Source: an optimization exercise on an open RTL-to-GDS flow (aim: small area and a short achievable clock period). Production flows keep margins and buffers that such runs may drop. The RTL was checked by simulation tests, not by an equivalence proof against the original design. Power figures rest on the tool's default switching activity, not on a simulated workload.

Design pipelined_fpu, start of the top module:
module pipelined_fpu (
    input  wire logic                      clk,
    input  wire logic                      reset,
    input  wire logic                      start,
    input  wire logic [1:0]                op,         
    input  wire logic [31:0]               a,
    input  wire logic [31:0]               b,
    output logic                           done,
    output logic [31:0]                    result
);
    logic        sa, sb, sbe, sub0;
    logic [7:0]  ea, eb;
    logic [22:0] fa, fb, fa0, fb0;
    logic        az, bz, aff, bff, anan, bnan, ainf, binf;
    logic        is_mul;
    logic        swapf, elt, ge, sela, rev0;
    logic [7:0]  dab, dba, d0;
    logic [8:0]  e0;
    logic [22:0] big0;
    logic [23:0] small0;
    logic [34:0] f0;
    logic [10:0] neg0;
    logic [11:0] one0, two0;
    logic        spff0, spzero0, q0, nanp0, spsign0;
    fp_less #(.W(31)) u_cmp (.x(a[30:0]), .y(b[30:0]), .lt(swapf));   
    fp_less #(.W(8), .L(3)) u_ecmp (.x(a[30:23]), .y(b[30:23]), .lt(elt));
  ...
Settings: LEC_CHECK=0, ABC_AREA=1, CAP_MARGIN=20, CORE_MARGIN=2, CORE_UTILIZATION=40, SETUP_SLACK_MARGIN=5, SLEW_MARGIN=20; clock period 10.0 ns.
run.sh (not shown) runs the stock make flow with config.mk's settings and CLKGATE_MAP_FILE= SYNTH_SCRIPT=/design/flow/synth_recipe.tcl, a recipe that flattens the netlist after the stock synthesis.
The baseline passed the timing, design-rule and antenna checks.
Then changed:
==> flow/flow/run.sh (new file) <==
#!/bin/bash
# The standard layout (the standard.sh, unchanged synthesis), except that
# the port buffers are plain buf_1 cells, which the flow's repair steps may
# resize, instead of the delay cell buffer_ports picks by default.
export BUFFER_PORTS_ARGS="-buffer_cell sky130_fd_sc_hd__buf_1"
bash standard.sh > standard.log 2>&1
==> flow/standard.sh (new file) <==
#!/bin/bash
# synth_recipe.tcl (not shown) runs the flow's synth.tcl, then flattens the netlist and writes it again
# the make line also repeats each setting of config.mk as NAME=value (left out here)
make -C /OpenROAD-flow-scripts/flow DESIGN_CONFIG=/design/flow/config.mk WORK_HOME=/design/flow/orfs CLKGATE_MAP_FILE= SYNTH_SCRIPT=/design/flow/synth_recipe.tcl "${@:-finish}"
--- a/flow/config.mk
+++ b/flow/config.mk
@@ -6,5 +6,4 @@
 export NUM_CORES = 4
 export LEC_CHECK = 0
-export ABC_AREA = 1
 export CAP_MARGIN = 20
 export CORE_MARGIN = 2
removed: flow/run.sh
=> The new run completed without violations. Die area increases by 2.5%. Total power decreases by 3.2%. First-iteration DRC count decreases by 3.4%. Hold slack is worse by 0.0079 ns.
Then changed:
==> flow/flow/run.sh (replaced) <==
#!/bin/bash
# The standard layout (the standard.sh) with two changes that do not touch
# the registers or the constraints:
#  - the port buffers are plain buf_1 cells (which the flow's repair steps may
#    resize) instead of the delay cell that buffer_ports picks by default;
#  - Yosys's final ABC mapping uses the standard speed script without ABC's own
#    buffering and sizing, which the flow's repair steps redo on the placed
#    design.
set -e
cp -r "$FLOW_HOME/scripts" ./orfs_scripts
cp flow/abc_speed.script ./orfs_scripts/abc_speed.script
export SCRIPTS_DIR="$PWD/orfs_scripts"
export BUFFER_PORTS_ARGS="-buffer_cell sky130_fd_sc_hd__buf_1"
bash standard.sh > standard.log 2>&1
==> flow/flow/abc_speed.script (new file) <==
&get -n
&st
&dch
&nf
&st
&syn2
&if -g -K 6
&synch2
&nf
&st
&syn2
&if -g -K 6
&synch2
&nf
&st
&syn2
&if -g -K 6
&synch2
&nf
&st
&syn2
&if -g -K 6
&synch2
&nf
&st
&syn2
&if -g -K 6
&synch2
&nf
&put
topo
Result:
- combinational power goes up by about 1%
- sequential share of layout area stays flat
- fmax goes down by about 5%
- core utilization goes up by 1.8 points
- critical path depth goes up by 2
- final area goes down by 0.31%
- first-iteration DRC count hardly moves
Then changed:
==> flow/flow/run.sh (replaced) <==
#!/bin/bash
# The standard layout (the standard.sh) with two changes that do not touch
# the registers or the constraints:
#  - the port buffers are plain buf_1 cells (which the flow's repair steps may
#    resize) instead of the delay cell that buffer_ports picks by default;
#  - Yosys's final ABC mapping (ABC_AREA=1) uses an area-oriented script,
#    without ABC's own buffering and sizing, which the flow's repair steps
#    redo on the placed design.
set -e
cp -r "$FLOW_HOME/scripts" ./orfs_scripts
cp flow/abc_area.script ./orfs_scripts/abc_area.script
export SCRIPTS_DIR="$PWD/orfs_scripts"
export BUFFER_PORTS_ARGS="-buffer_cell sky130_fd_sc_hd__buf_1"
bash standard.sh > standard.log 2>&1
==> flow/flow/abc_area.script (new file) <==
strash
dc2
dch -f
map -a
topo
--- a/flow/config.mk
+++ b/flow/config.mk
@@ -6,4 +6,5 @@
 export NUM_CORES = 4
 export LEC_CHECK = 0
+export ABC_AREA = 1
 export CAP_MARGIN = 20
 export CORE_MARGIN = 2
removed: flow/flow/abc_speed.script
Count of clock-buffer cells in the layout goes down by 6. Via count climbs by 6.4%. Cell count grows by 6.4%.

## what the ideal ports hide
The results above use ideal ports. As a check the final layouts listed here were re-extracted and re-timed, cells and wires unchanged. Step 1 sets driving cells, clkbuf_16 on the clock port and buf_2 on the other inputs (assumed; they add their load-dependent delay and slew). Step 2 moves the port delays by t, midway between the first and last clock arrival at a register: inputs arrive t later, outputs are due t later. That takes back most of the time a late clock gives input paths. Slacks: ideal / step 1 / step 2; pairs: ideal / step 1.
run	shift t [ns]	setup WS [ns]	worst setup path at the end	latest minus earliest clock arrival (ns)	pins driven straight from the clock port
the first run	0.647	5.228 / 5.240 / 4.620	input to register	0.014 / 0.013	1
the second run	0.631	5.243 / 5.243 / 4.851	input to register	0.017 / 0.017	1
the third run	0.658	5.003 / 5.003 / 4.665	input to register	0.029 / 0.028	1
the fourth run	0.663	2.226 / 2.226 / 2.226	register to register	0.021 / 0.021	1
After both steps setup and hold are still met in every run listed. For the first run, which loses most, drivers alone change the setup slack by +0.012 ns; drivers and shift together by -0.608 ns.
